What follows belongs to an exercise in optimizing a design on an open flow for small area; a production flow would make more cautious choices. Where RTL was checked, it was by simulation tests only, not by an equivalence proof against the original. Function not checked in runs 1 and 7: the RTL went through the layout flow alone. No activity file was given, so power comes from the tool's default toggle rates.

`flow/design.v`:
```
`timescale 1ns/1ps
package mflow_pkg;
   typedef logic [31:0] word_t;
   typedef logic [31:0] addr_t;
   typedef logic [31:0] vid_t;
   typedef logic [31:0] ts_t;
   typedef logic [2:0]  ttype_t;
   typedef struct packed {
      logic [63:0] args;
      ttype_t      ttype;
      vid_t        object;
      ts_t         ts;
   } task_t;
   typedef struct packed {
      addr_t addr;
   } rd_req_t;
   typedef struct packed {
      word_t data;
      addr_t addr;
   } wr_req_t;
   typedef struct packed {
      word_t data;    
      addr_t addr;
   } undo_entry_t;
   localparam ttype_t DISCHARGE_TASK  = 3'd0;
   localparam ttype_t GET_HEIGHT_TASK = 3'd1;
   localparam ttype_t PUSH_TASK       = 3'd2;
   localparam ttype_t RECEIVE_TASK    = 3'd3;
   localparam int VID_EXCESS_OFFSET = 0;
   localparam int VID_HEIGHT_OFFSET = 8;
   localparam int FLOW_BASE_WORD = 4;
   localparam int VERTEX_SHIFT = 6;    
endpackage
`timescale 1ns/1ps
module mflow_top (
   input  logic        clk,
   input  logic        rstn,
   input  logic        start,
   input  logic [31:0] task_in_ts,
   input  logic [31:0] task_in_object,
   input  logic [2:0]  task_in_ttype,
   input  logic [63:0] task_in_args,
   output logic        done,
   output logic        idle,
   output logic [31:0] task_out_ts,
   output logic [31:0] task_out_object,
   output logic [2:0]  task_out_ttype,
   output logic [63:0] task_out_args,
   output logic        task_out_valid,
   input  logic        task_out_ready,
   output logic [31:0] mem_rd_addr,
   output logic        mem_rd_valid,
   input  logic        mem_rd_ready,
   input  logic [31:0] mem_rd_data,
   input  logic        mem_rd_resp_valid,
   output logic [31:0] mem_wr_addr,
   output logic [31:0] mem_wr_data,
   output logic        mem_wr_valid,
   input  logic        mem_wr_ready,
   output logic [31:0] undo_addr,
   output logic [31:0] undo_data,
   output logic        undo_valid,
   input  logic        undo_ready
);
   localparam logic [3:0] S_H0   = 4'd0,    
                          S_H1   = 4'd1,    
                          S_H2   = 4'd2,    
                          S_IDLE = 4'd3,
                          S_GH   = 4'd4,    
                          S_RE   = 4'd5,    
                          S_RF   = 4'd6,    
                          S_UF   = 4'd7,    
                          S_SUB  = 4'd8,    
                          S_WF   = 4'd9,    
                          S_UE   = 4'd10,   
                          S_ADD  = 4'd11,   
                          S_WE   = 4'd12,   
                          S_CG   = 4'd13,   
                          S_CR   = 4'd14,   
                          S_FIN  = 4'd15;
   logic [3:0]  state, nstate;
   logic        wt;         
   logic [1:0]  sc;         
   logic [31:0] base, src, snk;
   logic [31:0] r_ts;       
   logic [31:0] r_ob;       
   logic [31:0] r_x;        
   logic [31:0] r_a0;       
   logic [31:0] r_d;        
   logic [3:0]  idx;
   wire hdr  = (state == S_H0) || (state == S_H1) || (state == S_H2);
   wire rdst = hdr || (state == S_GH) || (state == S_RE) || (state == S_RF);
   wire ok   = sc[1];
   wire resp = mem_rd_resp_valid && wt;
   wire acc  = start && idle;
   wire flst = (state == S_RF) || (state == S_UF) || (state == S_WF);
   logic [6:0] off;
   always_comb begin
      if (state == S_GH)  off = 7'd8;
      else if (flst)      off = 7'd16 + {1'b0, idx, 2'b00};
      else                off = 7'd0;
   end
   logic [26:0] ic;
   logic [25:0] vi;         
   assign ic[0] = off[6];
   genvar gi;
   generate
      for (gi = 0; gi < 26; gi++) begin : g_inc
         assign vi[gi]    = r_ob[gi] ^ ic[gi];
         assign ic[gi+1]  = r_ob[gi] & ic[gi];
      end
   endgenerate
   wire [31:0] aop = {vi, off[5:0]};
   logic [32:0] ac;         
   logic [31:0] acin;       
   logic [31:0] asum;
   logic        ac11, ac22;    
   generate
      for (gi = 0; gi < 32; gi++) begin : g_addr
         if (gi == 0)       assign acin[gi] = 1'b0;
         else if (gi == 11) assign acin[gi] = ac11;
         else if (gi == 22) assign acin[gi] = ac22;
         else               assign acin[gi] = ac[gi];
         assign asum[gi]  = base[gi] ^ aop[gi] ^ acin[gi];
         assign ac[gi+1]  = (base[gi] & aop[gi]) | (base[gi] & acin[gi]) | (aop[gi] & acin[gi]);
      end
   endgenerate
   assign ac[0] = 1'b0;
   wire [31:0] addr = hdr ? {28'b0, state[1:0], 2'b00} : asum;
   wire        sub = (state == S_SUB);
   wire [31:0] xop = r_x ^ {32{sub}};
   logic [32:0] dc;
   logic [31:0] dcin;
   logic [31:0] dsum;
   logic        dc16;
   generate
      for (gi = 0; gi < 32; gi++) begin : g_arith
         if (gi == 0)       assign dcin[gi] = sub;
         else if (gi == 16) assign dcin[gi] = dc16;
         else               assign dcin[gi] = dc[gi];
         assign dsum[gi]  = r_d[gi] ^ xop[gi] ^ dcin[gi];
         assign dc[gi+1]  = (r_d[gi] & xop[gi]) | (r_d[gi] & dcin[gi]) | (xop[gi] & dcin[gi]);
      end
   endgenerate
   assign dc[0] = 1'b0;
   wire act = (r_a0 == 32'd0) && (r_ob != src) && (r_ob != snk);
   assign idle           = (state == S_IDLE);
   assign done           = (state == S_FIN);
   assign mem_rd_valid   = rdst && !wt && ok;
   assign mem_rd_addr    = addr;
   assign undo_valid     = ((state == S_UF) || (state == S_UE)) && ok;
   assign undo_addr      = addr;
   assign undo_data      = r_d;
   assign mem_wr_valid   = ((state == S_WF) || (state == S_WE)) && ok;
   assign mem_wr_addr    = addr;
   assign mem_wr_data    = r_d;
   assign task_out_valid = (state == S_CG) || (state == S_CR);
   assign task_out_ts     = r_ts;
   assign task_out_object = r_ob;
   assign task_out_ttype  = {1'b0, state == S_CG, 1'b0};
   assign task_out_args   = {r_x, r_a0};
   wire rd_go = mem_rd_valid && mem_rd_ready;
   always_comb begin
      nstate = state;
      case (state)
         S_H0, S_H1, S_H2: if (resp) nstate = state + 4'd1;
         S_IDLE: if (start) begin
            case (task_in_ttype)
               3'd1:    nstate = S_GH;
               3'd3:    nstate = S_RE;
               default: nstate = S_FIN;
            endcase
         end
         S_GH:  if (resp) nstate = S_CG;
         S_RE:  if (resp) nstate = S_RF;
         S_RF:  if (resp) nstate = S_UF;
         S_UF:  if (undo_valid && undo_ready) nstate = S_SUB;
         S_SUB: if (wt) nstate = S_WF;
         S_WF:  if (mem_wr_valid && mem_wr_ready) nstate = S_UE;
         S_UE:  if (undo_valid && undo_ready) nstate = S_ADD;
         S_ADD: if (wt) nstate = S_WE;
         S_WE:  if (mem_wr_valid && mem_wr_ready) nstate = act ? S_CR : S_FIN;
         S_CG, S_CR: if (task_out_ready) nstate = S_FIN;
         default: nstate = S_IDLE;
      endcase
   end
   wire arith = (state == S_SUB) || (state == S_ADD);
   always_ff @(posedge clk) begin
      if (!rstn) begin
         state <= S_H0;
         wt    <= 1'b0;
         sc    <= 2'd0;
      end else begin
         state <= nstate;
         if (nstate != state) sc <= 2'd0;
         else if (!sc[1])     sc <= sc + 2'd1;
         if (rd_go) wt <= 1'b1;
         if (resp)  wt <= 1'b0;
         if (arith) wt <= !wt;
      end
   end
   always_ff @(posedge clk) begin
      ac11 <= ac[11];
      ac22 <= ac[22];
      if (resp) begin
         if (state == S_H0) base <= mem_rd_data;
         if (state == S_H1) src  <= mem_rd_data;
         if (state == S_H2) snk  <= mem_rd_data;
      end
      if (acc) begin
         r_ts <= task_in_ts;
         r_ob <= task_in_object;
         r_x  <= task_in_args[63:32];
         r_d  <= task_in_args[31:0];
         idx  <= task_in_args[3:0];
      end
      if (state == S_GH && rd_go) r_ob <= r_d;
      if (resp && (state == S_GH || state == S_RE)) r_a0 <= mem_rd_data;
      if (resp && state == S_RF) r_d <= mem_rd_data;
      if (arith && !wt) begin
         r_d[15:0] <= dsum[15:0];
         dc16      <= dc[16];
      end
      if (arith && wt) r_d[31:16] <= dsum[31:16];
      if (state == S_ADD && wt) r_x <= r_ts;
      if (state == S_WF && mem_wr_valid && mem_wr_ready) r_d <= r_a0;
   end
endmodule
```
`flow/flow/run.sh`:
```
#!/bin/bash
set -euo pipefail
export BUFFER_PORTS_ARGS="-buffer_cell sky130_fd_sc_hd__buf_1"
bash standard.sh finish > standard_flow.log 2>&1
```
`flow/standard.sh`:
```
#!/bin/bash
# synth_recipe.tcl (not shown) runs the flow's synth.tcl, then flattens the netlist and writes it again
# the make line also repeats each setting of config.mk as NAME=value (left out here)
make -C /OpenROAD-flow-scripts/flow DESIGN_CONFIG=/design/flow/config.mk WORK_HOME=/design/flow/orfs CLKGATE_MAP_FILE= SYNTH_SCRIPT=/design/flow/synth_recipe.tcl "${@:-finish}"
```
`flow/config.mk`:
```
export PLATFORM = sky130hd
export DESIGN_NAME = mflow_top
export DESIGN_NICKNAME = mflow_top
export VERILOG_FILES = /design/flow/design.v
export SDC_FILE = /design/flow/constraint.sdc
export NUM_CORES = 4
export LEC_CHECK = 0
export CAP_MARGIN = 20
export CORE_MARGIN = 2
export CORE_UTILIZATION = 40
export CTS_BUF_LIST = sky130_fd_sc_hd__clkbuf_4
export SLEW_MARGIN = 20
```
`flow/constraint.sdc`:
```
create_clock -name core_clock -period 10.0 [get_ports {clk}]
set_input_delay 2.0000 -clock core_clock [delete_from_list [all_inputs] [get_ports {clk}]]
set_output_delay 2.0000 -clock core_clock [all_outputs]
set_load 0.01 [all_outputs]
```
==> results of run 1 <==
[routing by layer]
layer  part of all wire [%]  up-vias
met5                      0        -
met4                    1.5        0
met3                    7.8       53
met2                     50      458
met1                     41     4996
li1                       -     4682
[synth_stat cells (all sizes together) (29+ instances only)]
| library cell | instances | area share [%] |
|---|---|---|
| o21ai | 84 | 2.9 |
| inv | 61 | 1.6 |
| buf | 111 | 5.7 |
| nand2 | 97 | 2.5 |
| xnor2 | 42 | 2.6 |
| and2 | 29 | 1.3 |
| fa | 58 | 8.1 |
| xor2 | 63 | 3.9 |
| mux2 | 65 | 5.1 |
| edfxtp | 261 | 55 |
| clkbuf | 31 | 0.81 |
| ha | 33 | 2.9 |
| nor2 | 39 | 1.0 |
[kinds of logic (layout without fill, tap and decap cells)]
kind of cell    count (synthesis)  in the layout  synth area share, %
flops                         270            270                 56.1
simple gates                  231            231                 7.70
buf+inv                       203            692                 8.07
compound gates                131            131                 5.21
xor+xnor                      105            105                 6.43
fa+ha+maj                      91             91                 11.0
mux                            70             70                 5.47
other cells                     1              5               0.0262
[final cells by class]
| class | instances | area [um^2] | share of cell area [%] |
|---|---|---|---|
| tap | 461 | 577 | 3.33 |
| timing repair buffer | 496 | 2010 | 11.6 |
| multi-input combinational | 630 | 5480 | 31.6 |
| clock buffer | 112 | 841 | 4.85 |
| inverter | 61 | 231 | 1.34 |
| antenna | 3 | 7.51 | 0.0433 |
| clock inverter | 23 | 166 | 0.960 |
| sequential | 270 | 8030 | 46.3 |
[state kept, by name, indices dropped and copies added (netlist names)]
name   count
idx        4
wt         1
r_d       32
ac22       1
sc         2
ac11       1
r_ob      32
base      32
r_a0      32
r_x       32
src       32
dc16       1
state      4
r_ts      32
snk       32
[where the power goes]
| group | switching (W) | internal, W | total (W) | leakage [nW] |
|---|---|---|---|---|
| combinational | 0.000120 | 0.0000690 | 0.000189 | 3.02 |
| sequential | 0.0000112 | 0.00125 | 0.00127 | 2.42 |
| clock | 0.000492 | 0.000569 | 0.00106 | 0.583 |
| total | 0.000623 | 0.00189 | 0.00252 | 6.03 |
[metrics by stage]
step | hold slack [ps] | power (W) | setup WS, ps | instance area (um^2) | util (%)
final | 536 | 0.00252 | 34.0 | 17300 | 49.0
after global routing | 571 | 0.00262 | -213 | 17300 | 49.0
after CTS | 541 | 0.00254 | -20.6 | 17300 | 48.9
after detailed placement | 531 | 0.00148 | -284 | 16000 | 45.2
after global placement | 497 | 0.00148 | -146 | 16000 | 45.1
after floorplan | 488 | 0.00140 | 37.7 | 14300 | -
[what timing repair did]
| action | CTS | global route |
|---|---|---|
| endpoints found under the hold margin | 0 | 0 |
| pin swaps | 17 | 1 |
| setup endpoints to repair | 15 | 6 |
| setup buffers | 3 | 1 |
| gates resized for setup | 57 | 4 |
[worst register-to-register path: cells and delay by family (launching register included)]
kind                       cells  cell delay, ps
DFF                            1             370
adders and majority gates     16            6570
and+or+nand+nor                1             110
xor gates and xnor gates       4             620
buffers and inverters          4             530
AOI/OAI and AO/OA              2             230
[cell usage in the layout (no fill, tap or decap), types with 15 or more instances in the layout]
master and instances:
nand2_1 94, nor2_1 38, ha_4 19, nor4_1 22, and2_1 27, o21ai_0 82
fa_1 49, mux2_2 65, clkinv_1 15, xor2_1 63, inv_1 56, edfxtp_1 261
clkbuf_4 112, buf_4 30, xnor2_1 41, buf_1 459, a21oi_1 24
[worst max path at each step]
stage / start / endpoint / slack, ps / cells after the start
6_report: state[0]$_SDFF_PN0_ / mem_rd_addr[31] / 30 / 37
2_1_floorplan: state[0]$_SDFF_PN0_ / mem_wr_addr[31] / 40 / 38
5_1_grt: state[0]$_SDFF_PN0_ / mem_rd_addr[31] / -210 / 37
3_3_place_gp: state[0]$_SDFF_PN0_ / mem_rd_addr[31] / -150 / 37
4_1_cts: state[0]$_SDFF_PN0_ / mem_rd_addr[31] / -20 / 37
3_5_place_dp: state[1]$_SDFF_PN0_ / mem_rd_addr[31] / -280 / 37
==> key figures, run 1 <==
Clocking
  – Clk root buf: clkbuf_4
  – Clock Path Buffers: 3
  – Number of H-tree levels: 3
  – Hold Buf Count CTS: 0
  – CTS Buf Count: 74
  – Clock tree from TritonCTS: yes
  – Total clock sinks: 270
  – Clk slew on worst S/H paths: 60 ps
  – Clock Latency Late Sink: 740 ps

Critical path
  – Crit Path Max Fanout: 5
  – Req. time, crit path: 8000 ps
  – CP top delay family: adder cells
  – CP most frequent cell: ha_4
  – WP buf/inv: 4
  – FF-to-FF setup slack: 1250 ps
  – Crit-path max cell delay: 380 ps
  – CP Data Arrival Time: 7970 ps
  – Crit end category: primary output
  – RR Startpoint: state[1]$_SDFF_PN0_
  – Crit path kind: flip-flop to primary output
  – CP Launch Type: flip-flop
  – FF-to-FF path depth: 27
  – Reg-to-reg critical path endpoint: r_d[31]$_DFFE_PP_
  – CP max stage cell: dfxtp_4

Outcome
  – Status: complete, no violations

STA
  – Clock Skew: 53.7 ps
  – Final Hold Vio Count: 0
  – Post-layout min period: 9970 ps
  – Pins Over Slew Limit: 0
  – Slew headroom: 31.9%
  – Unrepaired setup endpoints after global routing: true
  – Final setup TNS: 0 ps
  – Worst-margin pin slew: 1020 ps
  – Fmax: 100 MHz
  – Setup violations, final: 0
  – Final worst path period share: 99.7%

Hold path
  – Hold WC Path Type: flip-flop to flip-flop
  – Hold endpoint: sc[1]$_SDFF_PP0_
  – Hold wc startpoint: sc[0]$_SDFFE_PP0N_
  – Hold Path Stages: 2

Floorplan
  – Ports: 468
  – Placeable core area: 0.0354 mm^2
  – Starting Density: 40.4%
  – Row cnt: 69
  – Die H: 193 um
  – Die X: 193 um
  – Die footprint: 0.0373 mm^2

Global route
  – Global-route wire length before repair: 66.0 mm
  – Largest net degree at the start of global routing: 67
  – Initial antenna violation count: 3
  – GR Util met2: 42.9%
  – Total GRT Usage: 25.1%
  – Vias in the first global route: 10,200
  – Top Usage Layer GRT: met2
  – GR Util met1: 31.7%
  – Grt met3 use: 6.21%
  – Remaining Overflow, GRT: 0

Final layout
  – P&R area growth vs syn: 21.2%
  – Share of cells above drive strength 1: 17.7%
  – Final std cells w/o fill: 2,056
  – # fillers: 3,328
  – Nets: 1,795

Drt
  – Antenna Nets Post-Route: 0
  – Avg WL per Cell: 23.1 um
  – Via count: 10,200
  – DRT iter0 DRCs: 734
  – Drt pass-1 iters: 5
  – Total wire length: 47.5 mm
  – Residual DRC count: 0
  – Vias per cell: 4.96

Yosys
  – Post-synth EDFFs: 261
  – Synth Flop Type: edfxtp_1
  – Number of synthesized register bits: 270
  – Cell variety after synth: 51
  – Mean post-synth cell area: 13.0 um^2
  – Asr flop ratio synth: 0%
  – Yosys warns: 1
  – Seq/Total Area, Yosys: 56.1%
  – Synthesized area: 0.0143 mm^2
  – Syn Inst Count: 1,102

Flow run
  – Max Cap Violations: 0

Power and ir drop
  – Maximum VDD drop: 0.0763 mV
  – LEAKAGE: 6.03 nW
  – Pwr/cell area: 145 mW/mm^2

Placement
  – Routability congestion estimate: 0.888
  – Port Buffers: 465
  – Placed Instances: 1,914
  – Dpl hpwl: 36.3 mm
==> inputs of run 2 (changes only) <==
--- a/flow/design.v
+++ b/flow/design.v
@@ -101,14 +101,20 @@
       else                off = 7'd0;
    end
-   logic [26:0] ic;
+   logic [26:0] ic;         
+   logic [25:0] icin;       
    logic [25:0] vi;         
-   assign ic[0] = off[6];
+   logic        ic5, ic16;  
    genvar gi;
    generate
       for (gi = 0; gi < 26; gi++) begin : g_inc
-         assign vi[gi]    = r_ob[gi] ^ ic[gi];
-         assign ic[gi+1]  = r_ob[gi] & ic[gi];
+         if (gi == 0)       assign icin[gi] = off[6];
+         else if (gi == 5)  assign icin[gi] = ic5;
+         else if (gi == 16) assign icin[gi] = ic16;
+         else               assign icin[gi] = ic[gi];
+         assign vi[gi]    = r_ob[gi] ^ icin[gi];
+         assign ic[gi+1]  = r_ob[gi] & icin[gi];
       end
    endgenerate
+   assign ic[0] = 1'b0;
    wire [31:0] aop = {vi, off[5:0]};
    logic [32:0] ac;         
@@ -202,4 +208,6 @@
    always_ff @(posedge clk) begin
       ac11 <= ac[11];
+      ic5  <= ic[5];
+      ic16 <= ic[16];
       ac22 <= ac[22];
       if (resp) begin
--- a/flow/config.mk
+++ b/flow/config.mk
@@ -9,4 +9,6 @@
 export CORE_MARGIN = 2
 export CORE_UTILIZATION = 40
-export CTS_BUF_LIST = sky130_fd_sc_hd__clkbuf_4
+export CTS_BUF_LIST = sky130_fd_sc_hd__clkbuf_16
+export CTS_CLUSTER_DIAMETER = 100
+export CTS_CLUSTER_SIZE = 28
 export SLEW_MARGIN = 20
==> key figures, run 2 <==
Power and ir drop
  – Clock network fraction of total power: 35.6%
  – Int Power: 0.00163 W
  – Flop pwr share: 59.5%
  – LEAKAGE: 5.54 nW
  – Pwr/cell area: 128 mW/mm^2
  – P_sw: 0.000494 W
  – Sw Ratio: 23.3%
  – Total power: 0.00212 W
  – Maximum VDD drop: 0.148 mV
  – Logic gate share of total power: 4.9%

Clocking
  – Clk root buf: clkbuf_16
  – Clock Path Buffers: 3
  – CTS Buf Count: 16
  – Number of H-tree levels: 1
  – Post-cts sizing count: 0
  – Clk slew on worst S/H paths: 100 ps
  – Total clock sinks: 272
  – Hold Buf Count CTS: 0
  – Clock Latency Late Sink: 530 ps
  – Post-CTS Setup Inserts: 0
  – Clock tree from TritonCTS: yes

Outcome
  – Status: complete, no violations

Yosys
  – Number of synthesized register bits: 272
  – Post-synth EDFFs: 261
  – Post-synth top cells: 261 x edfxtp_1, 100 x buf_4, 95 x nand2_1
  – Post-synth top area share: 54.4%
  – Syn Inst Count: 1,110
  – Seq/Total Area, Yosys: 55.9%
  – Asr flop ratio synth: 0%
  – Synthesized area: 0.0144 mm^2
  – Synth Flop Type: edfxtp_1
  – Yosys warns: 1
  – Mean post-synth cell area: 13.0 um^2
  – Cell variety after synth: 62
  – Top post-synthesis cells by area: edfxtp_1 54%, fa_1 8.1%, buf_4 5.2%, mux2_2 4.5%, xnor2_1 4.5%
  – Most frequent cell after synthesis: edfxtp_1
  – Synth area leader: edfxtp_1

Critical path
  – Crit path kind: flip-flop to flip-flop
  – Req. time, crit path: 10,240 ps
  – CP Launch Type: flip-flop
  – FF-to-FF path depth: 25
  – CP Data Arrival Time: 9200 ps
  – Crit end category: flip-flop
  – Crit Path Max Fanout: 15

Floorplan
  – Die footprint: 0.0376 mm^2
  – Placeable core area: 0.0356 mm^2
  – Die H: 194 um
  – Die X: 194 um
  – Ports: 468
  – Starting Density: 40.5%
  – Row cnt: 69

STA
  – Clock Skew: 32.0 ps
  – Final worst path period share: 89.6%
  – Setup violations, final: 0
  – Fin Hold WS: 525 ps
  – Slew headroom: 38.6%
  – Fmax: 112 MHz
  – Post-layout min period: 8960 ps
  – Unrepaired setup endpoints after global routing: false
  – Final setup TNS: 0 ps
  – Pins Over Slew Limit: 0
  – Final Hold Vio Count: 0
  – Worst-margin pin slew: 921 ps

Global route
  – Initial antenna violation count: 6
  – Largest net degree at the start of global routing: 67
  – Remaining Overflow, GRT: 0
  – Global-route wire length before repair: 66.2 mm
  – Vias in the first global route: 9,760
  – Total GRT Usage: 24.2%

Drt
  – Drt pass-1 iters: 5
  – Vias per cell: 5.08
  – Total wire length: 46.5 mm
  – DRT iter0 DRCs: 723
  – Via count: 9,848
  – Avg WL per Cell: 24.0 um
  – Antenna Nets Post-Route: 0
  – Residual DRC count: 0

Placement
  – Dpl hpwl: 36.3 mm
  – Routability congestion estimate: 0.930
  – Port Buffers: 465

Hold path
  – Hold Path Stages: 2
  – Hold WC Path Type: flip-flop to flip-flop

Final layout
  – # fillers: 3,350
  – Share of cells above drive strength 1: 7.79%
  – P&R area growth vs syn: 14.7%
  – Commonest non-fill, non-tap cell in the layout: buf_1
  – Nets: 1,732
  – Most frequent cells in the layout: 465 x buf_1, 261 x edfxtp_1, 93 x nand2_1, 84 x o21ai_0, 74 x xnor2_1

Flow run
  – Max Cap Violations: 0
[run 2: logic make-up after synthesis]
logic type	Yosys count	synth area share (%)
AND/OR/NAND/NOR	243	8.44
adder cells (fa/ha/maj)	91	10.9
buffers and inverters	197	7.87
multiplexers	67	5.21
AO/OA/AOI/OAI	136	5.37
other	1	0.0260
flip-flops	272	55.9
XOR/XNOR	103	6.26
[run 2: power by group through the flow]
stage	logic, W	registers, W	clock network [W]
final	0.000104	0.00126	0.000757
after global routing	0.000116	0.00126	0.000813
after CTS	0.000105	0.00126	0.000777
after detailed placement	0.000104	0.00129	0
after global placement	0.000104	0.00129	0
after floorplan	0.0000471	0.00128	0
[run 2: layout make-up]
| cell class | instances | area [um^2] | share of cell area (%) |
|---|---|---|---|
| Sequential cell | 272 | 8060 | 48.8 |
| Multi-Input combinational cell | 642 | 5260 | 31.8 |
| Timing Repair Buffer | 481 | 1880 | 11.4 |
| Tap cell | 461 | 577 | 3.49 |
| Clock buffer | 17 | 425 | 2.57 |
| Inverter | 57 | 214 | 1.29 |
| Clock inverter | 8 | 114 | 0.689 |
| Antenna cell | 1 | 2.50 | 0.0151 |
[run 2: worst paths after layout]
| path | slack (ps) | endpoint | start |
|---|---|---|---|
| worst min register to register | 530 | sc[1]$_SDFF_PP0_ | sc[0]$_SDFFE_PP0N_ |
| worst max-delay path | 1040 | r_d[31]$_DFFE_PP_ | state[0]$_SDFF_PN0_ |
| worst max register to register | 1040 | r_d[31]$_DFFE_PP_ | state[0]$_SDFF_PN0_ |
| worst min-delay path | 530 | sc[1]$_SDFF_PP0_ | sc[0]$_SDFFE_PP0N_ |
[run 2: layer usage]
| metal | global-route usage [%] | share of wire, % |
|---|---|---|
| met1 | 32.8 | 42 |
| met2 | 40.2 | 48 |
| met5 | 0 | 0 |
| met3 | 4.38 | 7.6 |
| met4 | 6.23 | 2.7 |
[run 2: metrics by stage]
step | area (um^2) | worst slack [ps] | util (%) | cells
2_1_floorplan | 14400 | 1500 | - | 1111
3_3_place_gp | 16000 | 1210 | 44.9 | 1912
3_5_place_dp | 16000 | 1080 | 44.9 | 1912
4_1_cts | 16500 | 1060 | 46.4 | 1937
5_1_grt | 16500 | 550 | 46.5 | 1939
6_report | 16500 | 1040 | 46.5 | 1939
[run 2: worst max-delay path, stage by stage, from the launching register on]
cell	delay, ps
dfxtp_1	420
inv_1	190
ha_1	600
nand2_2	430
xnor2_1	330
fa_1	240
fa_1	170
inv_1	50
fa_1	430
fa_1	430
fa_1	430
fa_1	440
fa_1	460
fa_1	430
fa_1	430
fa_1	420
fa_1	420
fa_1	420
fa_1	420
fa_1	420
fa_1	410
xor2_1	160
xnor2_1	150
xnor2_1	120
o21ai_0	140
o21ai_0	90
==> inputs of run 3 (changes only) <==
--- a/flow/config.mk
+++ b/flow/config.mk
@@ -9,6 +9,6 @@
 export CORE_MARGIN = 2
 export CORE_UTILIZATION = 40
-export CTS_BUF_LIST = sky130_fd_sc_hd__clkbuf_16
-export CTS_CLUSTER_DIAMETER = 100
-export CTS_CLUSTER_SIZE = 28
+export CTS_BUF_LIST = sky130_fd_sc_hd__clkbuf_4
+export CTS_CLUSTER_DIAMETER = 60
+export CTS_CLUSTER_SIZE = 10
 export SLEW_MARGIN = 20
==> key figures, run 3 <==
Final layout
  – Most frequent cells in the layout: 465 x buf_1, 261 x edfxtp_1, 93 x nand2_1, 84 x o21ai_0, 74 x xnor2_1
  – Commonest non-fill, non-tap cell in the layout: buf_1
  – Area of the multi-input gates: 0.00526 mm^2
  – Share of cells above drive strength 1: 9.91%
  – FF+latch area: 0.00806 mm^2
  – P&R area growth vs syn: 14.5%
  – Nets: 1,753
  – Final instance area: 0.0165 mm^2
  – # fillers: 3,380

Power and ir drop
  – Int Power: 0.00160 W
  – Logic gate share of total power: 5.0%
  – Clock network fraction of total power: 34.6%
  – Flop pwr share: 60.4%
  – Maximum VDD drop: 0.0851 mV
  – Sw Ratio: 23.4%
  – P_sw: 0.000488 W
  – Pwr/cell area: 127 mW/mm^2
  – LEAKAGE: 5.56 nW

Outcome
  – Status: complete, no violations

Critical path
  – Crit end category: flip-flop
  – Crit Path Max Fanout: 15
  – Crit path kind: flip-flop to flip-flop
  – FF-to-FF path depth: 25
  – Req. time, crit path: 10,440 ps
  – CP Launch Type: flip-flop
  – CP Data Arrival Time: 9330 ps

Clocking
  – Hold Buf Count CTS: 0
  – Clk slew on worst S/H paths: 120 ps
  – Clock Path Buffers: 3
  – Clock Latency Late Sink: 700 ps
  – Clk root buf: clkbuf_4
  – Post-CTS Setup Inserts: 0
  – Total clock sinks: 272
  – Post-cts sizing count: 0
  – Number of H-tree levels: 2
  – CTS Buf Count: 37
  – Clock tree from TritonCTS: yes

Drt
  – Antenna Nets Post-Route: 0
  – Drt pass-1 iters: 5
  – Avg WL per Cell: 23.7 um
  – Vias per cell: 5.08
  – Residual DRC count: 0
  – Total wire length: 46.9 mm
  – Via count: 10,000
  – DRT iter0 DRCs: 663

Placement
  – Dpl hpwl: 36.3 mm
  – Port Buffers: 465
  – Routability congestion estimate: 0.930
  – Post-placement cell area: 0.0160 mm^2

Yosys
  – Synth area leader: edfxtp_1
  – Seq/Total Area, Yosys: 55.9%
  – Number of synthesized register bits: 272
  – Most frequent cell after synthesis: edfxtp_1
  – Synthesized area: 0.0144 mm^2
  – Post-synth top area share: 54.4%
  – Post-synth EDFFs: 261
  – Top post-synthesis cells by area: edfxtp_1 54%, fa_1 8.1%, buf_4 5.2%, mux2_2 4.5%, xnor2_1 4.5%
  – Cell variety after synth: 62
  – Yosys warns: 1
  – Asr flop ratio synth: 0%
  – Synth Flop Type: edfxtp_1
  – Post-synth top cells: 261 x edfxtp_1, 100 x buf_4, 95 x nand2_1
  – Mean post-synth cell area: 13.0 um^2
  – Syn Inst Count: 1,110

Floorplan
  – Placeable core area: 0.0356 mm^2
  – Row cnt: 69
  – Die footprint: 0.0376 mm^2
  – Die H: 194 um
  – Starting Density: 40.5%
  – Die X: 194 um
  – Ports: 468

STA
  – Final setup TNS: 0 ps
  – Worst-margin pin slew: 913 ps
  – Clock Skew: 68.1 ps
  – Final worst path period share: 88.9%
  – Unrepaired setup endpoints after global routing: false
  – Setup violations, final: 0
  – Fmax: 112 MHz
  – Final Hold Vio Count: 0
  – Pins Over Slew Limit: 0
  – Slew headroom: 39.2%
  – Post-layout min period: 8890 ps

Hold path
  – Hold WC Path Type: flip-flop to flip-flop
  – Hold Path Stages: 2

Global route
  – Initial antenna violation count: 5
  – Largest net degree at the start of global routing: 67
  – Remaining Overflow, GRT: 0
  – Total GRT Usage: 24.5%
  – Global-route wire length before repair: 67.0 mm
  – Vias in the first global route: 9,908

Flow run
  – Max Cap Violations: 0
## run 3: cell counts after synthesis
No cell type changed its count.
## run 3: final timing paths
path                       endpoint  slack, ps           startpoint
setup reg to reg  r_d[31]$_DFFE_PP_       1110  state[0]$_SDFF_PN0_
setup / recovery  r_d[31]$_DFFE_PP_       1110  state[0]$_SDFF_PN0_
hold / removal     sc[1]$_SDFF_PP0_        520   sc[0]$_SDFFE_PP0N_
hold reg to reg    sc[1]$_SDFF_PP0_        520   sc[0]$_SDFFE_PP0N_
## run 3: through the flow
step           utilization, %  worst slack, ps  cells  hold slack, ps  total power, W
2_1_floorplan               -             1500   1111             487         0.00133
3_3_place_gp             44.9             1210   1912             496         0.00139
3_5_place_dp             44.9             1080   1912             509         0.00139
4_1_cts                  46.3             1160   1973             512         0.00211
5_1_grt                  46.4              641   1976             561         0.00217
6_report                 46.4             1110   1976             519         0.00209
## run 3: logic make-up after synthesis
kind of cell    after synthesis  share of synthesized area, %
flops                       272                          55.9
simple gates                243                          8.44
buf+inv                     197                          7.87
compound gates              136                          5.37
xor+xnor                    103                          6.26
fa+ha+maj                    91                          10.9
mux                          67                          5.21
other cells                   1                        0.0260
## run 3: power by group through the flow
| stage | Clock (W) | Sequential [W] | Combinational (W) |
|---|---|---|---|
| after floorplan | 0 | 0.00128 | 0.0000471 |
| final | 0.000722 | 0.00126 | 0.000105 |
| after global placement | 0 | 0.00129 | 0.000104 |
| after global routing | 0.000785 | 0.00126 | 0.000116 |
| after detailed placement | 0 | 0.00129 | 0.000104 |
| after CTS | 0.000741 | 0.00126 | 0.000105 |
## run 3: area by class of cell
class	count	area share, %
clock inverter	14	0.955
tap	461	3.50
multi-input combinational	642	31.9
timing repair buffer	481	11.4
sequential	272	48.8
clock buffer	47	2.14
antenna	2	0.0303
inverter	57	1.30
## run 3: layer usage
layer	GRT usage, %	wire length, um	up-vias
met5	0	0	-
met4	6.99	1230	0
met3	5.37	3670	67
met2	40.3	22300	505
met1	32.7	19700	4882
li1	-	-	4581
## run 3: critical path: stages (launching register included)
cell,delay [ps]
dfxtp_1,420
inv_1,200
ha_1,610
nand2_2,430
xnor2_1,340
fa_1,250
fa_1,170
inv_1,50
fa_1,430
fa_1,430
fa_1,430
fa_1,440
fa_1,460
fa_1,430
fa_1,430
fa_1,420
fa_1,420
fa_1,420
fa_1,420
fa_1,420
fa_1,410
xor2_1,160
xnor2_1,150
xnor2_1,120
o21ai_0,140
o21ai_0,90
==> inputs of run 4 (changes only) <==
--- a/flow/config.mk
+++ b/flow/config.mk
@@ -9,6 +9,6 @@
 export CORE_MARGIN = 2
 export CORE_UTILIZATION = 40
-export CTS_BUF_LIST = sky130_fd_sc_hd__clkbuf_4
-export CTS_CLUSTER_DIAMETER = 60
-export CTS_CLUSTER_SIZE = 10
+export CTS_BUF_LIST = sky130_fd_sc_hd__clkbuf_8
+export CTS_CLUSTER_DIAMETER = 80
+export CTS_CLUSTER_SIZE = 20
 export SLEW_MARGIN = 20
==> key figures, run 4 <==
Clocking
  – Clk slew on worst S/H paths: 120 ps
  – Clk root buf: clkbuf_8
  – Total clock sinks: 272
  – Clock Path Buffers: 3
  – Clock Latency Late Sink: 580 ps
  – CTS Buf Count: 21
  – Post-cts sizing count: 0
  – Number of H-tree levels: 1
  – Clock tree from TritonCTS: yes
  – Post-CTS Setup Inserts: 0
  – Hold Buf Count CTS: 0

Drt
  – Avg WL per Cell: 23.9 um
  – Residual DRC count: 0
  – Via count: 9,971
  – Total wire length: 46.6 mm
  – Vias per cell: 5.12
  – DRT iter0 DRCs: 645
  – Drt pass-1 iters: 5
  – Antenna Nets Post-Route: 0

Yosys
  – Post-synth top cells: 261 x edfxtp_1, 100 x buf_4, 95 x nand2_1
  – Synthesized area: 0.0144 mm^2
  – Syn Inst Count: 1,110
  – Asr flop ratio synth: 0%
  – Synth Flop Type: edfxtp_1
  – Top post-synthesis cells by area: edfxtp_1 54%, fa_1 8.1%, buf_4 5.2%, mux2_2 4.5%, xnor2_1 4.5%
  – Seq/Total Area, Yosys: 55.9%
  – Post-synth top area share: 54.4%
  – Most frequent cell after synthesis: edfxtp_1
  – Mean post-synth cell area: 13.0 um^2
  – Post-synth EDFFs: 261
  – Number of synthesized register bits: 272
  – Yosys warns: 1
  – Cell variety after synth: 62
  – Synth area leader: edfxtp_1

Placement
  – Routability congestion estimate: 0.930
  – Dpl hpwl: 36.3 mm
  – Post-placement cell area: 0.0160 mm^2
  – Port Buffers: 465

Critical path
  – CP max stage cell: ha_1
  – RR Startpoint: state[0]$_SDFF_PN0_
  – Req. time, crit path: 10,310 ps
  – Crit-path max cell delay: 590 ps
  – Crit path kind: flip-flop to flip-flop
  – Crit Path Max Fanout: 15
  – Crit end category: flip-flop
  – Crit path from: state[0]$_SDFF_PN0_
  – CP Launch Type: flip-flop
  – CP Data Arrival Time: 9230 ps
  – CP most frequent cell: fa_1

Final layout
  – Nets: 1,737
  – Commonest non-fill, non-tap cell in the layout: buf_1
  – Share of cells above drive strength 1: 8.27%
  – Most frequent cells in the layout: 465 x buf_1, 261 x edfxtp_1, 93 x nand2_1, 84 x o21ai_0, 74 x xnor2_1
  – P&R area growth vs syn: 14.1%
  – Final instance area: 0.0164 mm^2
  – Post-layout util: 46.2%

STA
  – Fmax: 112 MHz
  – Worst-margin pin slew: 989 ps
  – Unrepaired setup endpoints after global routing: false
  – Fin Hold WS: 534 ps
  – Final setup TNS: 0 ps
  – Pins Over Slew Limit: 0
  – Setup violations, final: 0
  – Post-layout min period: 8920 ps
  – Final worst path period share: 89.2%
  – Slew headroom: 34.1%
  – Final Hold Vio Count: 0
  – Clock Skew: 26.6 ps

Floorplan
  – Starting Density: 40.5%
  – Row cnt: 69
  – Ports: 468
  – Die footprint: 0.0376 mm^2
  – Placeable core area: 0.0356 mm^2
  – Die H: 194 um
  – Die X: 194 um

Global route
  – Remaining Overflow, GRT: 0
  – Total GRT Usage: 24.2%
  – Initial antenna violation count: 5
  – Global-route wire length before repair: 66.7 mm
  – Largest net degree at the start of global routing: 67
  – Vias in the first global route: 9,836

Power and ir drop
  – Pwr/cell area: 125 mW/mm^2
  – Flop pwr share: 61.6%
  – Maximum VDD drop: 0.155 mV
  – P_sw: 0.000487 W
  – Logic gate share of total power: 5.1%
  – Clock network fraction of total power: 33.3%
  – Int Power: 0.00156 W
  – Sw Ratio: 23.7%
  – LEAKAGE: 5.52 nW

Hold path
  – Hold WC Path Type: flip-flop to flip-flop
  – Hold wc startpoint: sc[0]$_SDFFE_PP0N_

Outcome
  – Status: complete, no violations

Flow run
  – Max Cap Violations: 0
## run 4: metal layers
layer  global-route usage (%)  part of all wire, %  vias to the layer above
met2                     39.9                   48                      505
met4                     6.79                  3.1                        0
met3                     4.35                  7.7                       71
met5                        0                    0                        -
li1                         -                    -                     4521
met1                     33.0                   42                     4874
## run 4: final cells by class
| class | instances | area, um^2 |
|---|---|---|
| clock inverters | 14 | 171 |
| repair buffers | 481 | 1880 |
| clock buffers | 21 | 289 |
| fillers | 3350 | 19100 |
| diodes | 1 | 2.50 |
| flip-flops and latches | 272 | 8060 |
| inverters | 57 | 214 |
| well taps | 461 | 577 |
| multi-input cells | 642 | 5260 |
## run 4: logic make-up after synthesis
kind of cell	Yosys count	share of synthesized area [%]
muxes	67	5.21
and+or+nand+nor	243	8.44
buffers and inverters	197	7.87
adders and majority gates	91	10.9
AOI/OAI and AO/OA	136	5.37
other	1	0.0260
DFF	272	55.9
xor gates and xnor gates	103	6.26
## run 4: critical path, delay by kind of cell (launching register included)
family	cells	cell delay, ps
buffers and inverters	2	250
XOR/XNOR	4	760
AND/OR/NAND/NOR	1	420
AO/OA/AOI/OAI	2	230
adder cells (fa/ha/maj)	16	6560
flip-flops	1	430
## run 4: metrics by stage
stage / total power [W] / instances / setup slack [ps]
after floorplan: 0.00133 / 1111 / 1500
after global placement: 0.00139 / 1912 / 1210
after detailed placement: 0.00139 / 1912 / 1080
after CTS: 0.00207 / 1947 / 1070
after global routing: 0.00212 / 1949 / 544
final: 0.00205 / 1949 / 1080
## run 4: worst paths after layout
kind	endpoint	slack (ps)	depth (start not counted)
setup reg to reg	r_d[31]$_DFFE_PP_	1080	25
setup / recovery	r_d[31]$_DFFE_PP_	1080	25
hold reg to reg	sc[1]$_SDFF_PP0_	530	2
hold / removal	sc[1]$_SDFF_PP0_	530	2
## run 4: power by group through the flow
stage	Combinational [W]	Sequential [W]	Clock (W)
finish	0.000105	0.00126	0.000684
global route	0.000116	0.00126	0.000737
CTS	0.000105	0.00126	0.000700
detailed placement	0.000104	0.00129	0
global placement	0.000104	0.00129	0
floorplan	0.0000471	0.00128	0
==> inputs of run 5 (changes only) <==
--- a/flow/config.mk
+++ b/flow/config.mk
@@ -10,5 +10,5 @@
 export CORE_UTILIZATION = 40
 export CTS_BUF_LIST = sky130_fd_sc_hd__clkbuf_8
-export CTS_CLUSTER_DIAMETER = 80
-export CTS_CLUSTER_SIZE = 20
+export CTS_CLUSTER_DIAMETER = 70
+export CTS_CLUSTER_SIZE = 14
 export SLEW_MARGIN = 20
==> key figures, run 5 <==
Outcome
  – Status: complete, no violations

STA
  – Slew headroom: 35.1%
  – Final Hold Vio Count: 0
  – Final worst path period share: 89.4%
  – Worst-margin pin slew: 974 ps
  – Pins Over Slew Limit: 0
  – Unrepaired setup endpoints after global routing: false
  – Final setup TNS: 0 ps
  – Setup violations, final: 0
  – Fmax: 112 MHz
  – Setup ws final: 1060 ps
  – Post-layout min period: 8940 ps
  – Clock Skew: 35.5 ps
  – Fin Hold WS: 521 ps

Critical path
  – Crit-path max cell delay: 610 ps
  – Crit end category: flip-flop
  – Crit path kind: flip-flop to flip-flop
  – FF-to-FF setup slack: 1060 ps
  – FF-to-FF path depth: 25
  – CP Data Arrival Time: 9260 ps
  – CP most frequent cell: fa_1
  – CP Launch Type: flip-flop
  – CP max stage cell: ha_1
  – Req. time, crit path: 10,320 ps
  – Crit Path Max Fanout: 15

Clocking
  – Number of H-tree levels: 1
  – CTS Buf Count: 27
  – Clock Latency Late Sink: 600 ps
  – Clock tree from TritonCTS: yes
  – Post-cts sizing count: 0
  – Clk slew on worst S/H paths: 90 ps
  – Clk root buf: clkbuf_8
  – Clock Path Buffers: 3
  – Post-CTS Setup Inserts: 0
  – Total clock sinks: 272
  – Hold Buf Count CTS: 0

Hold path
  – Hold Path Stages: 2
  – Hold WC Path Type: flip-flop to flip-flop

Placement
  – Routability congestion estimate: 0.930
  – Worst slack, placed: 1080 ps
  – Dpl hpwl: 36.3 mm
  – Port Buffers: 465

Drt
  – Total wire length: 46.8 mm
  – Vias per cell: 5.04
  – Via count: 9,896
  – Avg WL per Cell: 23.9 um
  – Residual DRC count: 0
  – Drt pass-1 iters: 5
  – DRT iter0 DRCs: 616
  – Antenna Nets Post-Route: 0

Yosys
  – Post-synth top area share: 54.4%
  – Mean post-synth cell area: 13.0 um^2
  – Most frequent cell after synthesis: edfxtp_1
  – Cell variety after synth: 62
  – Seq/Total Area, Yosys: 55.9%
  – Synth area leader: edfxtp_1
  – Synth Flop Type: edfxtp_1
  – Syn Inst Count: 1,110
  – Yosys warns: 1
  – Top post-synthesis cells by area: edfxtp_1 54%, fa_1 8.1%, buf_4 5.2%, mux2_2 4.5%, xnor2_1 4.5%
  – Asr flop ratio synth: 0%
  – Number of synthesized register bits: 272
  – Post-synth top cells: 261 x edfxtp_1, 100 x buf_4, 95 x nand2_1
  – Post-synth EDFFs: 261
  – Synthesized area: 0.0144 mm^2

Final layout
  – Nets: 1,743
  – P&R area growth vs syn: 14.6%
  – Most frequent cells in the layout: 465 x buf_1, 261 x edfxtp_1, 93 x nand2_1, 84 x o21ai_0, 74 x xnor2_1
  – Share of cells above drive strength 1: 8.47%
  – Commonest non-fill, non-tap cell in the layout: buf_1

Power and ir drop
  – Flop pwr share: 60.8%
  – Sw Ratio: 23.7%
  – Int Power: 0.00159 W
  – Logic gate share of total power: 5.0%
  – LEAKAGE: 5.58 nW
  – Total power: 0.00208 W
  – Clock network fraction of total power: 34.2%
  – P_sw: 0.000492 W
  – Maximum VDD drop: 0.109 mV
  – Pwr/cell area: 126 mW/mm^2

Floorplan
  – Die footprint: 0.0376 mm^2
  – Die H: 194 um
  – Ports: 468
  – Row cnt: 69
  – Die X: 194 um
  – Placeable core area: 0.0356 mm^2
  – Starting Density: 40.5%

Global route
  – Remaining Overflow, GRT: 0
  – Largest net degree at the start of global routing: 67
  – Initial antenna violation count: 6
  – Vias in the first global route: 9,890
  – Total GRT Usage: 24.2%
  – Global-route wire length before repair: 66.7 mm

Flow run
  – Max Cap Violations: 0
run 5: cell counts after synthesis:
No cell type changed its count.
run 5: logic make-up (layout without fill, tap and decap cells):
logic type / count (synthesis) / after routing / synth area share [%]
AO/OA/AOI/OAI: 136 / 136 / 5.37
XOR/XNOR: 103 / 103 / 6.26
adder cells (fa/ha/maj): 91 / 91 / 10.9
buffers and inverters: 197 / 586 / 7.87
flip-flops: 272 / 272 / 55.9
multiplexers: 67 / 67 / 5.21
other: 1 / 3 / 0.0260
AND/OR/NAND/NOR: 243 / 243 / 8.44
run 5: power by group through the flow:
stage / Clock, W / Sequential [W] / Combinational (W)
4_1_cts: 0.000731 / 0.00126 / 0.000105
6_report: 0.000710 / 0.00126 / 0.000105
3_5_place_dp: 0 / 0.00129 / 0.000104
3_3_place_gp: 0 / 0.00129 / 0.000104
5_1_grt: 0.000771 / 0.00126 / 0.000116
2_1_floorplan: 0 / 0.00128 / 0.0000471
run 5: metrics by stage:
step | instance area [um^2] | cells | utilization (%)
final | 16500 | 1962 | 46.4
after detailed placement | 16000 | 1912 | 44.9
after CTS | 16500 | 1960 | 46.3
after floorplan | 14400 | 1111 | -
after global routing | 16500 | 1962 | 46.4
after global placement | 16000 | 1912 | 44.9
run 5: final timing paths:
kind	from	to
setup / recovery	state[0]$_SDFF_PN0_	r_d[31]$_DFFE_PP_
hold / removal	sc[0]$_SDFFE_PP0N_	sc[1]$_SDFF_PP0_
setup reg to reg	state[0]$_SDFF_PN0_	r_d[31]$_DFFE_PP_
hold reg to reg	sc[0]$_SDFFE_PP0N_	sc[1]$_SDFF_PP0_
run 5: layout make-up:
type	instances	area [um^2]
Clock buffer	27	372
Timing Repair Buffer	481	1880
Antenna cell	1	2.50
Multi-Input combinational cell	642	5260
Sequential cell	272	8060
Tap cell	461	577
Fill cell	3358	19100
Clock inverter	21	153
Inverter	57	214
run 5: critical path, delay by kind of cell (launching register included):
kind | cells | cell delay [ps]
buf+inv | 2 | 250
flops | 1 | 420
fa+ha+maj | 16 | 6580
xor+xnor | 4 | 760
simple gates | 1 | 430
compound gates | 2 | 230
run 5: per-layer routing:
| metal | GRT usage (%) | part of all wire [%] | up-vias |
|---|---|---|---|
| li1 | - | - | 4540 |
| met1 | 32.8 | 42 | 4824 |
| met2 | 40.2 | 48 | 459 |
| met3 | 4.38 | 7.2 | 73 |
| met4 | 6.68 | 2.9 | 0 |
| met5 | 0 | 0 | - |
==> inputs of run 6 (changes only) <==
==> flow/flow/run.sh (replaced) <==
#!/bin/bash
set -euo pipefail
export BUFFER_PORTS_ARGS="-buffer_cell sky130_fd_sc_hd__buf_1"
bash standard.sh synth > standard_synth.log 2>&1
openroad -no_init -exit flow/restructure.tcl > restructure.log 2>&1
bash standard.sh finish > standard_finish.log 2>&1
==> flow/flow/restructure.tcl (new file) <==
# Remap the synthesized netlist's combinational logic for area.
set plat $::env(FLOW_HOME)/platforms/$::env(FLOW_PLATFORM)
set res orfs/results/$::env(FLOW_PLATFORM)/mflow_top/base
read_liberty $plat/lib/sky130_fd_sc_hd__tt_025C_1v80.lib
read_db $res/1_synth.odb
read_sdc $res/1_synth.sdc
set_dont_use [get_lib_cells {*/sky130_fd_sc_hd__probe_p_8 */sky130_fd_sc_hd__probec_p_8 */sky130_fd_sc_hd__lpflow_*}]
source $plat/setRC.tcl
report_design_area
file mkdir restructure_work
restructure -target area -liberty_file $plat/lib/sky130_fd_sc_hd__tt_025C_1v80.lib \
   -tielo_port sky130_fd_sc_hd__conb_1/LO -tiehi_port sky130_fd_sc_hd__conb_1/HI \
   -work_dir restructure_work
report_design_area
report_worst_slack
write_db $res/1_synth.odb
==> key figures, run 6 <==
Critical path
  – Req. time, crit path: 8000 ps
  – Crit path from: r_ob[5]$_DFFE_PP_
  – CP Data Arrival Time: 5790 ps
  – CP Launch Type: flip-flop
  – Crit path kind: flip-flop to primary output
  – Crit end category: primary output
  – Crit Path Max Fanout: 6
  – RR Startpoint: state[2]$_SDFF_PN0_

Clocking
  – Clock Path Buffers: 3
  – Post-CTS Setup Inserts: 0
  – Post-cts sizing count: 0
  – Clk root buf: clkbuf_8
  – Clk slew on worst S/H paths: 90 ps
  – CTS Buf Count: 25
  – Hold Buf Count CTS: 0
  – Number of H-tree levels: 1
  – Total clock sinks: 272
  – Clock Latency Late Sink: 600 ps
  – Clock tree from TritonCTS: yes

Final layout
  – Nets: 1,855
  – Most frequent cells in the layout: 465 x buf_1, 261 x edfxtp_1, 159 x nor2_1, 131 x o21ai_0, 99 x clkinv_1
  – P&R area growth vs syn: 19.5%
  – Share of cells above drive strength 1: 3.64%
  – Commonest non-fill, non-tap cell in the layout: buf_1
  – Final std cells w/o fill: 2,151

STA
  – Fmax: 128 MHz
  – Final setup TNS: 0 ps
  – Final worst path period share: 77.9%
  – Clock Skew: 39.7 ps
  – Unrepaired setup endpoints after global routing: false
  – Slew headroom: 30.4%
  – Setup violations, final: 0
  – Pins Over Slew Limit: 0
  – Post-layout min period: 7790 ps
  – Worst-margin pin slew: 1040 ps
  – Final Hold Vio Count: 0

Outcome
  – Status: complete, no violations

Drt
  – Avg WL per Cell: 23.0 um
  – Vias per cell: 5.58
  – Antenna Nets Post-Route: 0
  – Total wire length: 49.5 mm
  – Drt pass-1 iters: 5
  – Residual DRC count: 0
  – Via count: 12,000
  – DRT iter0 DRCs: 1,082

Power and ir drop
  – Maximum VDD drop: 0.143 mV
  – Clock network fraction of total power: 34.1%
  – Flop pwr share: 61.2%
  – Sw Ratio: 23.0%
  – LEAKAGE: 5.02 nW
  – Pwr/cell area: 127 mW/mm^2
  – Logic gate share of total power: 4.7%
  – P_sw: 0.000473 W
  – Int Power: 0.00158 W

Global route
  – Remaining Overflow, GRT: 0
  – Initial antenna violation count: 5
  – Total GRT Usage: 26.8%
  – Global-route wire length before repair: 70.8 mm
  – Largest net degree at the start of global routing: 49
  – Vias in the first global route: 11,000

Floorplan
  – Placeable core area: 0.0335 mm^2
  – Die X: 188 um
  – Die H: 188 um
  – Ports: 468
  – Starting Density: 40.5%
  – Row cnt: 67
  – Die footprint: 0.0355 mm^2

Yosys
  – Yosys warns: 1
  – Syn Inst Count: 1,268
  – Synthesized area: 0.0136 mm^2
  – Mean post-synth cell area: 10.7 um^2

Placement
  – Placed Instances: 2,104
  – Routability congestion estimate: 0.952
  – Dpl hpwl: 38.2 mm
  – Port Buffers: 465

Hold path
  – Hold wc startpoint: sc[0]$_SDFFE_PP0N_
  – Hold WC Path Type: flip-flop to flip-flop

Flow run
  – Max Cap Violations: 0
-- run 6: final timing paths --
check	endpoint	slack [ps]	depth (start not counted)
max	mem_rd_addr[21]	2210	27
min	sc[1]$_SDFF_PP0_	510	2
max reg2reg	r_d[15]$_DFFE_PP_	2370	39
min reg2reg	sc[1]$_SDFF_PP0_	510	2
-- run 6: routing by layer --
| metal | up-vias | track usage (%) | share of wire [%] |
|---|---|---|---|
| li1 | 5634 | - | - |
| met1 | 5680 | 34.9 | 41 |
| met2 | 603 | 45.8 | 48 |
| met3 | 82 | 4.82 | 8.1 |
| met4 | 0 | 8.02 | 2.9 |
| met5 | - | 0 | 0 |
-- run 6: area by class of cell --
| type | count | area (um^2) |
|---|---|---|
| clock inverter | 20 | 149 |
| clock buffer | 25 | 344 |
| timing repair buffer | 485 | 1910 |
| sequential | 272 | 8060 |
| antenna | 1 | 2.50 |
| fill | 3232 | 17300 |
| inverter | 98 | 368 |
| multi-input combinational | 802 | 4850 |
| tap | 448 | 561 |
-- run 6: power groups by stage --
stage	logic (W)	clock network (W)	registers, W
global placement	0.0000952	0	0.00128
floorplan	0.0000396	0	0.00128
global route	0.000106	0.000752	0.00126
finish	0.0000971	0.000701	0.00126
detailed placement	0.0000959	0	0.00128
CTS	0.0000964	0.000719	0.00126
-- run 6: worst max-delay path: stages (launching register included) --
cell,delay [ps]
edfxtp_1,380
clkinv_1,200
nor2_1,210
a21oi_1,90
o21ai_0,270
nor2_1,100
o21ai_0,260
nor2_1,90
o21ai_0,300
nor2_1,90
o21ai_0,280
nor2_1,100
o21ai_0,280
nor2_1,90
o21ai_0,270
nor2_1,90
o21ai_0,260
nor2_1,90
o21ai_0,270
nor2_1,90
o21ai_0,290
nor2_1,90
o21ai_0,290
nor2_1,100
a21oi_1,160
o21ai_0,90
a21oi_1,220
buf_1,180
-- run 6: stage by stage --
| stage | hold slack, ps | utilization (%) | power, W | instance area, um^2 | worst slack, ps |
|---|---|---|---|---|---|
| detailed placement | 484 | 46.9 | 0.00138 | 15700 | 2570 |
| CTS | 507 | 48.4 | 0.00207 | 16200 | 2200 |
| floorplan | 461 | - | 0.00132 | 13600 | 2070 |
| global route | 556 | 48.4 | 0.00212 | 16200 | 1550 |
| finish | 511 | 48.4 | 0.00206 | 16200 | 2210 |
| global placement | 470 | 46.9 | 0.00138 | 15700 | 2810 |
==> inputs of run 7 (changes only) <==
--- a/flow/design.v
+++ b/flow/design.v
@@ -81,5 +81,5 @@
    logic [3:0]  state, nstate;
    logic        wt;         
-   logic [1:0]  sc;         
+   logic [4:0]  sc;         
    logic [31:0] base, src, snk;
    logic [31:0] r_ts;       
@@ -91,5 +91,5 @@
    wire hdr  = (state == S_H0) || (state == S_H1) || (state == S_H2);
    wire rdst = hdr || (state == S_GH) || (state == S_RE) || (state == S_RF);
-   wire ok   = sc[1];
+   wire ok   = |sc[4:1];
    wire resp = mem_rd_resp_valid && wt;
    wire acc  = start && idle;
@@ -134,20 +134,10 @@
    assign ac[0] = 1'b0;
    wire [31:0] addr = hdr ? {28'b0, state[1:0], 2'b00} : asum;
-   wire        sub = (state == S_SUB);
-   wire [31:0] xop = r_x ^ {32{sub}};
-   logic [32:0] dc;
-   logic [31:0] dcin;
-   logic [31:0] dsum;
-   logic        dc16;
-   generate
-      for (gi = 0; gi < 32; gi++) begin : g_arith
-         if (gi == 0)       assign dcin[gi] = sub;
-         else if (gi == 16) assign dcin[gi] = dc16;
-         else               assign dcin[gi] = dc[gi];
-         assign dsum[gi]  = r_d[gi] ^ xop[gi] ^ dcin[gi];
-         assign dc[gi+1]  = (r_d[gi] & xop[gi]) | (r_d[gi] & dcin[gi]) | (xop[gi] & dcin[gi]);
-      end
-   endgenerate
-   assign dc[0] = 1'b0;
+   logic       dcf;        
+   wire        sub  = (state == S_SUB);
+   wire        xb   = r_x[sc] ^ sub;
+   wire        dcin = (sc == 5'd0) ? sub : dcf;
+   wire        dsb  = r_d[0] ^ xb ^ dcin;
+   wire        dco  = (r_d[0] & xb) | (r_d[0] & dcin) | (xb & dcin);
    wire act = (r_a0 == 32'd0) && (r_ob != src) && (r_ob != snk);
    assign idle           = (state == S_IDLE);
@@ -182,8 +172,8 @@
          S_RF:  if (resp) nstate = S_UF;
          S_UF:  if (undo_valid && undo_ready) nstate = S_SUB;
-         S_SUB: if (wt) nstate = S_WF;
+         S_SUB: if (sc == 5'd31) nstate = S_WF;
          S_WF:  if (mem_wr_valid && mem_wr_ready) nstate = S_UE;
          S_UE:  if (undo_valid && undo_ready) nstate = S_ADD;
-         S_ADD: if (wt) nstate = S_WE;
+         S_ADD: if (sc == 5'd31) nstate = S_WE;
          S_WE:  if (mem_wr_valid && mem_wr_ready) nstate = act ? S_CR : S_FIN;
          S_CG, S_CR: if (task_out_ready) nstate = S_FIN;
@@ -196,12 +186,11 @@
          state <= S_H0;
          wt    <= 1'b0;
-         sc    <= 2'd0;
+         sc    <= 5'd0;
       end else begin
          state <= nstate;
-         if (nstate != state) sc <= 2'd0;
-         else if (!sc[1])     sc <= sc + 2'd1;
+         if (nstate != state) sc <= 5'd0;
+         else if (sc != 5'd31) sc <= sc + 5'd1;
          if (rd_go) wt <= 1'b1;
          if (resp)  wt <= 1'b0;
-         if (arith) wt <= !wt;
       end
    end
@@ -226,10 +215,9 @@
       if (resp && (state == S_GH || state == S_RE)) r_a0 <= mem_rd_data;
       if (resp && state == S_RF) r_d <= mem_rd_data;
-      if (arith && !wt) begin
-         r_d[15:0] <= dsum[15:0];
-         dc16      <= dc[16];
-      end
-      if (arith && wt) r_d[31:16] <= dsum[31:16];
-      if (state == S_ADD && wt) r_x <= r_ts;
+      if (arith) begin
+         r_d <= {dsb, r_d[31:1]};
+         dcf <= dco;
+      end
+      if (state == S_ADD && sc == 5'd31) r_x <= r_ts;
       if (state == S_WF && mem_wr_valid && mem_wr_ready) r_d <= r_a0;
    end
==> flow/flow/run.sh (replaced) <==
#!/bin/bash
set -euo pipefail
export BUFFER_PORTS_ARGS="-buffer_cell sky130_fd_sc_hd__buf_1"
bash standard.sh finish > standard_flow.log 2>&1
removed: flow/flow/restructure.tcl
==> key figures, run 7 <==
Outcome
  – Status: complete, no violations

Drt
  – Vias per cell: 5.10
  – Avg WL per Cell: 23.4 um
  – Total wire length: 43.2 mm
  – DRT iter0 DRCs: 493
  – Via count: 9,418
  – Drt pass-1 iters: 4
  – Antenna Nets Post-Route: 0
  – Residual DRC count: 0

Clocking
  – Hold Buf Count CTS: 0
  – Post-cts sizing count: 0
  – Clk slew on worst S/H paths: 100 ps
  – Clk root buf: clkbuf_8
  – Clock Latency Late Sink: 580 ps
  – Clock Path Buffers: 3
  – Number of H-tree levels: 1
  – Total clock sinks: 275
  – Post-CTS Setup Inserts: 0
  – Clock tree from TritonCTS: yes
  – CTS Buf Count: 25

STA
  – Final worst path period share: 82.4%
  – Worst-margin pin slew: 985 ps
  – Pins Over Slew Limit: 0
  – Final setup TNS: 0 ps
  – Post-layout min period: 8240 ps
  – Slew headroom: 34.2%
  – Setup violations, final: 0
  – Clock Skew: 31.9 ps
  – Unrepaired setup endpoints after global routing: false
  – Fmax: 121 MHz
  – Final Hold Vio Count: 0
  – Setup ws final: 1760 ps

Final layout
  – N_diodes: 0
  – Nets: 1,611
  – P&R area growth vs syn: 14.5%
  – Area of the multi-input gates: 0.00477 mm^2
  – FF+latch area: 0.00812 mm^2
  – Share of cells above drive strength 1: 9.91%
  – Commonest non-fill, non-tap cell in the layout: buf_1
  – # fillers: 3,229
  – Final std cells w/o fill: 1,848
  – Most frequent cells in the layout: 465 x buf_1, 261 x edfxtp_1, 65 x mux2_2, 53 x nor2_1, 50 x nand2_1

Placement
  – Dpl hpwl: 33.0 mm
  – Routability congestion estimate: 0.884
  – Worst slack, placed: 2360 ps
  – Placed Instances: 1,803
  – Port Buffers: 465

Yosys
  – Cell variety after synth: 58
  – Synth Flop Type: edfxtp_1
  – Post-synth top cells: 261 x edfxtp_1, 101 x buf_4, 65 x mux2_2
  – Most frequent cell after synthesis: edfxtp_1
  – Seq/Total Area, Yosys: 58.5%
  – Top post-synthesis cells by area: edfxtp_1 57%, buf_4 5.5%, mux2_2 5.3%, fa_1 4.2%, ha_1 3.2%
  – Number of synthesized register bits: 275
  – Yosys warns: 1
  – Post-synth top area share: 56.5%
  – Syn Inst Count: 1,004
  – Post-synth EDFFs: 261
  – Asr flop ratio synth: 0%
  – Mean post-synth cell area: 13.8 um^2
  – Synthesized area: 0.0139 mm^2
  – Synth area leader: edfxtp_1

Critical path
  – CP Data Arrival Time: 6240 ps
  – Crit end category: primary output
  – WP depth: 17
  – Crit Path Max Fanout: 4
  – Crit-path cells: ha_1 > inv_1 > fa_1 > fa_1 > inv_1 > fa_1 > fa_1 > fa_1 > fa_1 > fa_1 > fa_1 > fa_1 > fa_1 > inv_1 > fa_1 > nor2_1 > buf_1
  – CP most frequent cell: fa_1
  – CP top delay family: adder cells
  – CP Launch Type: flip-flop
  – CP max stage cell: edfxtp_1
  – Crit path kind: flip-flop to primary output
  – WP buf/inv: 4
  – Crit-path max cell delay: 480 ps
  – Req. time, crit path: 8000 ps
  – FF-to-FF path depth: 16

Hold path
  – Hold WC Path Type: flip-flop to flip-flop
  – Hold Path Stages: 2

Floorplan
  – Die X: 190 um
  – Row cnt: 68
  – Die footprint: 0.0362 mm^2
  – Starting Density: 40.4%
  – Die H: 190 um
  – Ports: 468
  – Placeable core area: 0.0344 mm^2

Power and ir drop
  – Pwr/cell area: 134 mW/mm^2
  – Maximum VDD drop: 0.113 mV
  – LEAKAGE: 5.51 nW
  – Total power: 0.00214 W

Flow run
  – Max Cap Violations: 0

Global route
  – Remaining Overflow, GRT: 0
  – Global-route wire length before repair: 61.6 mm
  – Vias in the first global route: 9,463
  – Initial antenna violation count: 0
  – Total GRT Usage: 23.4%
  – Largest net degree at the start of global routing: 66
-- run 7: cell types whose count changed in the layout (fill, tap and decap cells not counted), sizes merged, moves of 30 or more --
cell / previous run / this run
a211oi: 32 / 2
a22o: 62 / 1
clkinv: 100 / 3
ha: 0 / 36
inv: 12 / 46
mux2: 0 / 65
mux2i: 0 / 36
nor2: 162 / 54
o21ai: 131 / 43
xnor2: 4 / 40
-- run 7: layer usage --
metal,vias to the layer above,wire length (um),global-route usage (%)
li1,4281,-,-
met1,4664,17600,29.6
met2,424,22000,42.0
met3,49,2710,3.97
met4,0,882,5.01
met5,-,0,0
-- run 7: kinds of logic after synthesis --
group,share of synthesized area [%]
flip-flops,58.5
buffers and inverters,7.48
other,0.0270
XOR/XNOR,4.74
adder cells (fa/ha/maj),7.50
AO/OA/AOI/OAI,4.28
AND/OR/NAND/NOR,7.95
multiplexers,9.50
-- run 7: final timing paths --
kind,slack [ps],startpoint,end
max reg2reg,4830,r_ob[5]$_DFFE_PP_,ac22$_DFF_P_
min reg2reg,520,wt$_SDFFE_PP0P_,wt$_SDFFE_PP0P_
max,1760,r_ob[5]$_DFFE_PP_,mem_wr_addr[21]
min,520,wt$_SDFFE_PP0P_,wt$_SDFFE_PP0P_
-- run 7: final cells by class --
class,count,area share (%)
Timing Repair Buffer,479,11.6
Tap cell,455,3.58
Clock inverter,20,0.772
Clock buffer,25,2.17
Sequential cell,275,51.1
Multi-Input combinational cell,564,30.0
Inverter,30,0.709
-- run 7: where the power goes --
part           internal (W)  total [W]  switching, W
Combinational     0.0000813   0.000191      0.000109
Clock              0.000265   0.000658      0.000393
Sequential          0.00127    0.00129     0.0000174
Total               0.00162    0.00214      0.000520
-- run 7: worst register-to-register path, delay by kind of cell, from the launching register on --
family | cells | cell delay, ps
adders and majority gates | 12 | 4330
DFF | 1 | 480
buffers and inverters | 4 | 260
-- run 7: through the flow --
step	util (%)	area [um^2]	hold WS, ps
2_1_floorplan	-	13900	464
3_3_place_gp	44.9	15400	489
3_5_place_dp	44.9	15400	498
4_1_cts	46.2	15900	512
5_1_grt	46.2	15900	552
6_report	46.2	15900	518

-- separate check: timing with driven ports --
How much do the figures lean on ideal ports? The routed layouts below were timed once more, with nothing changed but the port constraints. Step 1 sets driving cells, clkbuf_16 on the clock port and buf_2 on the other inputs (assumed; they add their load-dependent delay and slew). Step 2 moves the port delays by t, midway between the first and last clock arrival at a register: inputs arrive t later, outputs are due t later. That takes back most of the time a late clock gives input paths. Three values: ideal, step 1, step 2; two values: the first two.
| run | t, ns | setup slack, ns | worst setup path after step 2 |
|---|---|---|---|
| run 1 | 0.764 | 0.034 / -0.014 / 0.750 | register to output |
| run 2 | 0.565 | 1.042 / 1.042 / 1.042 | register to register |
| run 3 | 0.709 | 1.106 / 1.106 / 1.106 | register to register |
| run 4 | 0.611 | 1.081 / 1.081 / 1.081 | register to register |
| run 5 | 0.625 | 1.059 / 1.059 / 1.059 | register to register |
| run 6 | 0.631 | 2.209 / 2.158 / 2.372 | register to register |
| run 7 | 0.618 | 1.761 / 1.711 / 2.329 | register to output |
After both steps every run listed still meets setup and hold.
